This is an optimization exercise on Yosys and OpenROAD, whose aim is small area, not a production implementation. Only simulation tests tie the RTL to the original design; equivalence was not proved. No driver is modelled on the clock port, so clocking that relies on it looks cheaper here than on a real chip.

==> inputs of build 47 <==
## psum_collector
module psum_collector #(
    parameter int DATA_WIDTH = 16,
    parameter int X_dim      = 5,
    parameter int NUM_ITER   = 5
) (
    input  logic                          clk,
    input  logic                          reset,
    input  logic [X_dim*DATA_WIDTH-1:0]   pe_out_flat,
    input  logic                          compute_done,
    output logic [DATA_WIDTH-1:0]         out_data,
    output logic                          out_valid,
    input  logic                          out_ready,
    output logic                          out_last,
    output logic [$clog2(NUM_ITER+1)-1:0] iter_count,
    output logic                          overflow
);
==> module psum_collector, before the edit <==
module psum_collector #(
    parameter int DATA_WIDTH = 16,
    parameter int X_dim      = 5,
    parameter int NUM_ITER   = 5
) (
    input  logic                          clk,
    input  logic                          reset,
    input  logic [X_dim*DATA_WIDTH-1:0]   pe_out_flat,
    input  logic                          compute_done,
    output logic [DATA_WIDTH-1:0]         out_data,
    output logic                          out_valid,
    input  logic                          out_ready,
    output logic                          out_last,
    output logic [$clog2(NUM_ITER+1)-1:0] iter_count,
    output logic                          overflow
);
    localparam int IW = $clog2(NUM_ITER + 1);
    localparam int CW = (X_dim > 1) ? $clog2(X_dim) : 1;
    localparam int RW = (NUM_ITER > 1) ? $clog2(NUM_ITER) : 1;
    localparam logic [CW-1:0] LAST_COL = CW'(X_dim - 1);
    localparam logic [RW-1:0] LAST_ROW = RW'(NUM_ITER - 1);
    logic [DATA_WIDTH-1:0] pe_out [X_dim];
    for (genvar g = 0; g < X_dim; g++) begin : g_unpack
        assign pe_out[g] = pe_out_flat[g*DATA_WIDTH +: DATA_WIDTH];
    end
    logic                  done_q;
    logic                  cap;
    logic                  valid;
    logic                  ovf;
    logic [RW-1:0]         cnt;
    logic [CW-1:0]         col;
    logic                  take;
    logic                  col_wrap;
    logic                  cnt_wrap;
    logic                  shift;
    logic [DATA_WIDTH-1:0] rows [NUM_ITER][X_dim];
    assign cap      = compute_done & ~done_q;
    assign take     = valid & out_ready;
    assign col_wrap = (col == LAST_COL);
    assign cnt_wrap = (cnt == LAST_ROW);
    assign shift    = valid ? (out_ready & col_wrap) : cap;
    always_ff @(posedge clk) begin
        if (shift) begin
            for (int r = 0; r < NUM_ITER - 1; r++)
                for (int c = 0; c < X_dim; c++) rows[r][c] <= rows[r+1][c];
            for (int c = 0; c < X_dim; c++) rows[NUM_ITER-1][c] <= pe_out[X_dim-1-c];
        end
    end
    always_ff @(posedge clk) begin
        if (!reset) begin
            done_q <= 1'b0;
            valid  <= 1'b0;
            ovf    <= 1'b0;
            cnt    <= '0;
            col    <= '0;
        end else begin
            done_q <= compute_done;
            if (shift) begin
                cnt <= cnt_wrap ? '0 : cnt + 1'b1;
                if (cnt_wrap) valid <= ~valid;
            end
            if (take) col <= col_wrap ? '0 : col + 1'b1;
            if (valid && cap) ovf <= 1'b1;
        end
    end
    assign out_valid  = valid;
    assign out_last   = valid & cnt_wrap & col_wrap;
    assign iter_count = valid ? IW'(NUM_ITER) : IW'(cnt);
    assign overflow   = ovf;
    assign out_data   = rows[0][col];
endmodule
make LEC_CHECK=0 CAP_MARGIN=20 CORE_MARGIN=2 CORE_UTILIZATION=40 SLEW_MARGIN=20 finish   # period 5.0 ns
run.sh (not shown) runs the stock make flow with config.mk's settings and CLKGATE_MAP_FILE= SYNTH_SCRIPT=/design/flow/synth_recipe.tcl, a recipe that flattens the netlist after the stock synthesis.
==> inputs of build 39, as changes to build 47 <==
--- a/flow/design.v
+++ b/flow/design.v
@@ -27,8 +27,9 @@
     logic                  cap;
     logic                  valid;
     logic                  ovf;
-    logic [RW-1:0]         cnt;
-    logic [CW-1:0]         col;
+    logic [2:0]            cnt;
+    logic [2:0]            cnt_inc;
+    logic [X_dim-1:0]      col;
     logic                  take;
     logic                  col_wrap;
     logic                  cnt_wrap;
@@ -36,9 +37,18 @@
     logic [DATA_WIDTH-1:0] rows [NUM_ITER][X_dim];
     assign cap      = compute_done & ~done_q;
     assign take     = valid & out_ready;
-    assign col_wrap = (col == LAST_COL);
-    assign cnt_wrap = (cnt == LAST_ROW);
+    assign col_wrap = col[X_dim-1];
+    assign cnt_wrap = cnt[2];
     assign shift    = valid ? (out_ready & col_wrap) : cap;
+    always_comb begin
+        case (cnt)
+            3'd0:    cnt_inc = 3'd1;
+            3'd1:    cnt_inc = 3'd2;
+            3'd2:    cnt_inc = 3'd3;
+            3'd3:    cnt_inc = 3'd4;
+            default: cnt_inc = 3'd0;
+        endcase
+    end
     always_ff @(posedge clk) begin
         if (shift) begin
             for (int r = 0; r < NUM_ITER - 1; r++)
@@ -52,20 +62,23 @@
             valid  <= 1'b0;
             ovf    <= 1'b0;
             cnt    <= '0;
-            col    <= '0;
+            col    <= X_dim'(1);
         end else begin
             done_q <= compute_done;
             if (shift) begin
-                cnt <= cnt_wrap ? '0 : cnt + 1'b1;
+                cnt <= cnt_inc;
                 if (cnt_wrap) valid <= ~valid;
             end
-            if (take) col <= col_wrap ? '0 : col + 1'b1;
+            if (take) col <= {col[X_dim-2:0], col[X_dim-1]};
             if (valid && cap) ovf <= 1'b1;
         end
     end
+    always_comb begin
+        out_data = '0;
+        for (int c = 0; c < X_dim; c++) out_data |= {DATA_WIDTH{col[c]}} & rows[0][c];
+    end
     assign out_valid  = valid;
     assign out_last   = valid & cnt_wrap & col_wrap;
-    assign iter_count = valid ? IW'(NUM_ITER) : IW'(cnt);
+    assign iter_count = valid ? 3'd5 : cnt;
     assign overflow   = ovf;
-    assign out_data   = rows[0][col];
 endmodule
==> flow/flow/run.sh (new file) <==
#!/bin/bash
# Standard layout with smaller port buffers and a clock tree with fewer, larger clusters.
set -euo pipefail
bash standard.sh "BUFFER_PORTS_ARGS=-buffer_cell sky130_fd_sc_hd__buf_1" "CTS_ARGS=-sink_clustering_enable -repair_clock_nets -dont_use_dummy_load -buf_list sky130_fd_sc_hd__clkbuf_8 -sink_clustering_size 20 -sink_clustering_max_diameter 80 -sink_buffer_max_cap_derate 1.0" finish > standard.log 2>&1
==> flow/standard.sh (new file) <==
#!/bin/bash
# synth_recipe.tcl (not shown) runs the flow's synth.tcl, then flattens the netlist and writes it again
# the make line also repeats each setting of config.mk as NAME=value (left out here)
make -C /OpenROAD-flow-scripts/flow DESIGN_CONFIG=/design/flow/config.mk WORK_HOME=/design/flow/orfs CLKGATE_MAP_FILE= SYNTH_SCRIPT=/design/flow/synth_recipe.tcl "${@:-finish}"
--- a/flow/config.mk
+++ b/flow/config.mk
@@ -7,5 +7,5 @@
 export LEC_CHECK = 0
 export CAP_MARGIN = 20
 export CORE_MARGIN = 2
-export CORE_UTILIZATION = 40
+export CORE_UTILIZATION = 75
 export SLEW_MARGIN = 20
removed: flow/run.sh
==> inputs of build 92, as changes to build 47 <==
--- a/flow/design.v
+++ b/flow/design.v
@@ -27,8 +27,9 @@
     logic                  cap;
     logic                  valid;
     logic                  ovf;
-    logic [RW-1:0]         cnt;
-    logic [CW-1:0]         col;
+    logic [2:0]            cnt;
+    logic [2:0]            cnt_inc;
+    logic [X_dim-1:0]      col;
     logic                  take;
     logic                  col_wrap;
     logic                  cnt_wrap;
@@ -36,9 +37,18 @@
     logic [DATA_WIDTH-1:0] rows [NUM_ITER][X_dim];
     assign cap      = compute_done & ~done_q;
     assign take     = valid & out_ready;
-    assign col_wrap = (col == LAST_COL);
-    assign cnt_wrap = (cnt == LAST_ROW);
+    assign col_wrap = col[X_dim-1];
+    assign cnt_wrap = cnt[2];
     assign shift    = valid ? (out_ready & col_wrap) : cap;
+    always_comb begin
+        case (cnt)
+            3'd0:    cnt_inc = 3'd1;
+            3'd1:    cnt_inc = 3'd2;
+            3'd2:    cnt_inc = 3'd3;
+            3'd3:    cnt_inc = 3'd4;
+            default: cnt_inc = 3'd0;
+        endcase
+    end
     always_ff @(posedge clk) begin
         if (shift) begin
             for (int r = 0; r < NUM_ITER - 1; r++)
@@ -52,20 +62,23 @@
             valid  <= 1'b0;
             ovf    <= 1'b0;
             cnt    <= '0;
-            col    <= '0;
+            col    <= X_dim'(1);
         end else begin
             done_q <= compute_done;
             if (shift) begin
-                cnt <= cnt_wrap ? '0 : cnt + 1'b1;
+                cnt <= cnt_inc;
                 if (cnt_wrap) valid <= ~valid;
             end
-            if (take) col <= col_wrap ? '0 : col + 1'b1;
+            if (take) col <= {col[X_dim-2:0], col[X_dim-1]};
             if (valid && cap) ovf <= 1'b1;
         end
     end
+    always_comb begin
+        out_data = '0;
+        for (int c = 0; c < X_dim; c++) out_data |= {DATA_WIDTH{col[c]}} & rows[0][c];
+    end
     assign out_valid  = valid;
     assign out_last   = valid & cnt_wrap & col_wrap;
-    assign iter_count = valid ? IW'(NUM_ITER) : IW'(cnt);
+    assign iter_count = valid ? 3'd5 : cnt;
     assign overflow   = ovf;
-    assign out_data   = rows[0][col];
 endmodule
==> flow/flow/run.sh (new file) <==
#!/bin/bash
# Standard layout with the smallest port buffers and a two-level inverter clock tree
# (flow/cts_tree.tcl) in place of TritonCTS.
set -euo pipefail
here=$(pwd)
bash standard.sh "BUFFER_PORTS_ARGS=-buffer_cell sky130_fd_sc_hd__buf_1" "PRE_CTS_TCL=$here/flow/cts_tree.tcl" finish > standard.log 2>&1
==> flow/flow/cts_tree.tcl (new file) <==
# Sourced by ORFS's cts.tcl as PRE_CTS_TCL. Builds a two-level inverter clock tree in place of
# TritonCTS: the clock port drives NROOT root inverters, each root drives the leaf inverters of
# its region, and each leaf drives a compact cluster of at most MAX_SINKS flip-flop clock pins.
# Two inversions on every path keep the clock's polarity; every register is two cells deep.
set NROOT 4
set MAX_SINKS 28
set ROOT_CELL sky130_fd_sc_hd__inv_8
set LEAF_CELL sky130_fd_sc_hd__inv_12

set block [ord::get_db_block]
set db [ord::get_db]
set clk_net [$block findNet clk]

set sinks {}
foreach it [$clk_net getITerms] {
  set inst [$it getInst]
  set box [$inst getBBox]
  set x [expr {([$box xMin] + [$box xMax]) / 2}]
  set y [expr {([$box yMin] + [$box yMax]) / 2}]
  lappend sinks [list $x $y $it]
}
puts "cts_tree: [llength $sinks] clock sinks"

# Split a list of {x y ...} items into two halves along the longer side of their bounding box.
proc bisect {items} {
  set xs [lmap i $items {lindex $i 0}]
  set ys [lmap i $items {lindex $i 1}]
  set w [expr {[tcl::mathfunc::max {*}$xs] - [tcl::mathfunc::min {*}$xs]}]
  set h [expr {[tcl::mathfunc::max {*}$ys] - [tcl::mathfunc::min {*}$ys]}]
  set k [expr {$w >= $h ? 0 : 1}]
  set sorted [lsort -integer -index $k $items]
  set half [expr {[llength $sorted] / 2}]
  return [list [lrange $sorted 0 [expr {$half - 1}]] [lrange $sorted $half end]]
}

proc split_to_size {items max} {
  if {[llength $items] <= $max} { return [list $items] }
  lassign [bisect $items] a b
  return [concat [split_to_size $a $max] [split_to_size $b $max]]
}

proc split_to_count {items n} {
  if {$n <= 1} { return [list $items] }
  lassign [bisect $items] a b
  set na [expr {$n / 2}]
  return [concat [split_to_count $a $na] [split_to_count $b [expr {$n - $na}]]]
}

proc centroid {items} {
  set sx 0; set sy 0
  foreach i $items { set sx [expr {$sx + [lindex $i 0]}]; set sy [expr {$sy + [lindex $i 1]}] }
  set n [llength $items]
  return [list [expr {$sx / $n}] [expr {$sy / $n}]]
}

proc add_cell {block master name x y} {
  set inst [odb::dbInst_create $block $master $name]
  set w [$master getWidth]
  set h [$master getHeight]
  $inst setLocation [expr {$x - $w / 2}] [expr {$y - $h / 2}]
  $inst setPlacementStatus PLACED
  return $inst
}

set root_master [$db findMaster $ROOT_CELL]
set leaf_master [$db findMaster $LEAF_CELL]
set nleaf 0
set r 0
foreach region [split_to_count $sinks $NROOT] {
  lassign [centroid $region] rx ry
  set root [add_cell $block $root_master "clktree_root_$r" $rx $ry]
  set root_net [odb::dbNet_create $block "clknet_root_$r"]
  $root_net setSigType CLOCK
  [$root findITerm A] connect $clk_net
  [$root findITerm Y] connect $root_net
  foreach cluster [split_to_size $region $MAX_SINKS] {
    lassign [centroid $cluster] lx ly
    set leaf [add_cell $block $leaf_master "clktree_leaf_$nleaf" $lx $ly]
    set leaf_net [odb::dbNet_create $block "clknet_leaf_$nleaf"]
    $leaf_net setSigType CLOCK
    [$leaf findITerm A] connect $root_net
    [$leaf findITerm Y] connect $leaf_net
    foreach s $cluster {
      set it [lindex $s 2]
      $it disconnect
      $it connect $leaf_net
    }
    incr nleaf
  }
  incr r
}
$clk_net setSigType CLOCK
puts "cts_tree: $r root and $nleaf leaf inverters"
global_connect

set_propagated_clock [all_clocks]

# The tree above replaces TritonCTS; the rest of cts.tcl (legalisation, timing repair) still runs.
rename clock_tree_synthesis tritoncts_clock_tree_synthesis
proc clock_tree_synthesis {args} {
  puts "cts_tree: clock tree already built, skipping clock_tree_synthesis $args"
}
==> flow/standard.sh (new file) <==
#!/bin/bash
# synth_recipe.tcl (not shown) runs the flow's synth.tcl, then flattens the netlist and writes it again
# the make line also repeats each setting of config.mk as NAME=value (left out here)
make -C /OpenROAD-flow-scripts/flow DESIGN_CONFIG=/design/flow/config.mk WORK_HOME=/design/flow/orfs CLKGATE_MAP_FILE= SYNTH_SCRIPT=/design/flow/synth_recipe.tcl "${@:-finish}"
--- a/flow/config.mk
+++ b/flow/config.mk
@@ -7,5 +7,5 @@
 export LEC_CHECK = 0
 export CAP_MARGIN = 20
 export CORE_MARGIN = 2
-export CORE_UTILIZATION = 40
+export CORE_UTILIZATION = 80
 export SLEW_MARGIN = 20
removed: flow/run.sh
==> inputs of build 6, as changes to build 47 <==
--- a/flow/design.v
+++ b/flow/design.v
@@ -27,8 +27,9 @@
     logic                  cap;
     logic                  valid;
     logic                  ovf;
-    logic [RW-1:0]         cnt;
-    logic [CW-1:0]         col;
+    logic [2:0]            cnt;
+    logic [2:0]            cnt_inc;
+    logic [X_dim-1:0]      col;
     logic                  take;
     logic                  col_wrap;
     logic                  cnt_wrap;
@@ -36,9 +37,18 @@
     logic [DATA_WIDTH-1:0] rows [NUM_ITER][X_dim];
     assign cap      = compute_done & ~done_q;
     assign take     = valid & out_ready;
-    assign col_wrap = (col == LAST_COL);
-    assign cnt_wrap = (cnt == LAST_ROW);
+    assign col_wrap = col[X_dim-1];
+    assign cnt_wrap = cnt[2];
     assign shift    = valid ? (out_ready & col_wrap) : cap;
+    always_comb begin
+        case (cnt)
+            3'd0:    cnt_inc = 3'd1;
+            3'd1:    cnt_inc = 3'd2;
+            3'd2:    cnt_inc = 3'd3;
+            3'd3:    cnt_inc = 3'd4;
+            default: cnt_inc = 3'd0;
+        endcase
+    end
     always_ff @(posedge clk) begin
         if (shift) begin
             for (int r = 0; r < NUM_ITER - 1; r++)
@@ -52,20 +62,23 @@
             valid  <= 1'b0;
             ovf    <= 1'b0;
             cnt    <= '0;
-            col    <= '0;
+            col    <= X_dim'(1);
         end else begin
             done_q <= compute_done;
             if (shift) begin
-                cnt <= cnt_wrap ? '0 : cnt + 1'b1;
+                cnt <= cnt_inc;
                 if (cnt_wrap) valid <= ~valid;
             end
-            if (take) col <= col_wrap ? '0 : col + 1'b1;
+            if (take) col <= {col[X_dim-2:0], col[X_dim-1]};
             if (valid && cap) ovf <= 1'b1;
         end
     end
+    always_comb begin
+        out_data = '0;
+        for (int c = 0; c < X_dim; c++) out_data |= {DATA_WIDTH{col[c]}} & rows[0][c];
+    end
     assign out_valid  = valid;
     assign out_last   = valid & cnt_wrap & col_wrap;
-    assign iter_count = valid ? IW'(NUM_ITER) : IW'(cnt);
+    assign iter_count = valid ? 3'd5 : cnt;
     assign overflow   = ovf;
-    assign out_data   = rows[0][col];
 endmodule
==> flow/flow/run.sh (new file) <==
#!/bin/bash
# Standard layout with smaller port buffers and a clock tree with fewer, larger clusters.
set -euo pipefail
bash standard.sh "BUFFER_PORTS_ARGS=-buffer_cell sky130_fd_sc_hd__buf_1" "CTS_ARGS=-sink_clustering_enable -repair_clock_nets -buf_list sky130_fd_sc_hd__clkbuf_8 -sink_clustering_size 20 -sink_clustering_max_diameter 80 -sink_buffer_max_cap_derate 1.0" finish > standard.log 2>&1
==> flow/standard.sh (new file) <==
#!/bin/bash
# synth_recipe.tcl (not shown) runs the flow's synth.tcl, then flattens the netlist and writes it again
# the make line also repeats each setting of config.mk as NAME=value (left out here)
make -C /OpenROAD-flow-scripts/flow DESIGN_CONFIG=/design/flow/config.mk WORK_HOME=/design/flow/orfs CLKGATE_MAP_FILE= SYNTH_SCRIPT=/design/flow/synth_recipe.tcl "${@:-finish}"
--- a/flow/config.mk
+++ b/flow/config.mk
@@ -7,5 +7,6 @@
 export LEC_CHECK = 0
 export CAP_MARGIN = 20
 export CORE_MARGIN = 2
-export CORE_UTILIZATION = 40
+export CORE_UTILIZATION = 85
+export PLACE_DENSITY = 0.92
 export SLEW_MARGIN = 20
removed: flow/run.sh
==> results.cfg <==
[die]
rows = 46
die_h_um = 131

[logic_synthesis]
synthAdderAreaFrac_pct = 0
synth.area.top_cells = edfxtp_1 93%, dfxtp_1 1.7%, a222oi_1 1.2%
yosys.area_share.simple_pct = 1.45
yosys-top-cells-count = 400 x edfxtp_1, 24 x nand2_1, 16 x a222oi_1, 16 x a22oi_1, 11 x dfxtp_1
synthMuxAreaShare_pct = 0
synth_compound_area_share_pct = 3.00

[run_status]
status = did not finish
error = [ERROR DPL-0038] Utilization greater than 100%, impossible to legalize
lastStage = 4_1_cts
-- figures above: build 92

==> results.cfg <==
[run_status]
status = complete, no violations

[pwr]
finalPower_mw = 7.39

[die]
die_h_um = 187
rows = 67

[logic_synthesis]
yosys-top-cells-count = 400 x edfxtp_1, 22 x a221o_1, 18 x a22o_1
yosys.area_share.simple_pct = 1.52
synthMuxAreaShare_pct = 1.17
synth.area.top_cells = edfxtp_1 89%, a221o_1 1.6%, dfxtp_1 1.3%
synthAdderAreaFrac_pct = 0.746
synth_compound_area_share_pct = 4.84
synth.most_common_cell = edfxtp_1

[cells_and_area]
buf_share_pct = 7.34
fillers = 2684

[grt]
grt.busiest_layer = met2
grt_usage_pct = 12.1

[sta]
slew_violations = 0
-- figures above: build 47

==> results.cfg <==
[die]
start_util_pct = 87.9
die_h_um = 127
rows = 44

[place]
gp_congestion = 0.817

[logic_synthesis]
ys_seq_elements = 411
synthMuxAreaShare_pct = 0
yosys_warnings = 3
synthAdderAreaFrac_pct = 0
syn_area_per_cell_um2 = 25.1
yosys-top-cells-count = 400 x edfxtp_1, 24 x nand2_1, 16 x a222oi_1, 16 x a22oi_1, 11 x dfxtp_1
synth.top_cell.area_share_pct = 93.3
yosys.area_share.simple_pct = 1.45
synth_compound_area_share_pct = 3.00
yosysUniqueCellTypes = 24
synth.most_common_cell = edfxtp_1
synth.area.top_cells = edfxtp_1 93%, dfxtp_1 1.7%, a222oi_1 1.2%
synth_ff_type = edfxtp_1

[run_status]
lastStage = 3_5_place_dp
status = did not finish
error = [ERROR DPL-0033] detailed placement checks failed during check placement.
-- figures above: build 6

==> results.cfg <==
[logic_synthesis]
yosys.area_share.simple_pct = 1.45
synthAdderAreaFrac_pct = 0
synth_compound_area_share_pct = 3.00
yosys-top-cells-count = 400 x edfxtp_1, 24 x nand2_1, 16 x a222oi_1, 16 x a22oi_1, 11 x dfxtp_1
synth_edf_count = 400
synth.top_cell.area_share_pct = 93.3
synth.area.top_cells = edfxtp_1 93%, dfxtp_1 1.7%, a222oi_1 1.2%
synthMuxAreaShare_pct = 0

[setup_path]
rr_startpoint = col[4]

[pwr]
pg_seq_mw = 4.06

[grt]
grt_pass1_vias = 4810

[place]
dp_hpwl_mm = 10.3

[die]
die_h_um = 135

[cells_and_area]
top_register = rows
buffers_excl_clock = 111

[cts]
clock_latency_ns = 0.55
cts_max_level = 1

[run_status]
status = complete, no violations
-- figures above: build 39

[what the ideal ports hide]
The results above use ideal ports. As a check the final layouts listed here were re-extracted and re-timed, cells and wires unchanged.
Step 1: set_driving_cell puts a clkbuf_16 on clk and a buf_2 on each other input, an assumption about the parent block.
Step 2 moves the port delays by t, midway between the first and last clock arrival at a register: inputs arrive t later, outputs are due t later. That takes back most of the time a late clock gives input paths.
Three values: ideal, step 1, step 2; two values: the first two.
run	t (ns)	setup WS [ns]	hold slack, ns
build 47	0.581	0.173 / 0.126 / 0.707	0.411 / 0.411 / 0.411
build 39	0.566	1.768 / 1.768 / 1.648	0.397 / 0.397 / 0.397
After both steps every run listed still meets setup and hold. The setup slack of build 39, which loses most, moves by 0.000 ns with the drivers and by -0.120 ns with both steps.
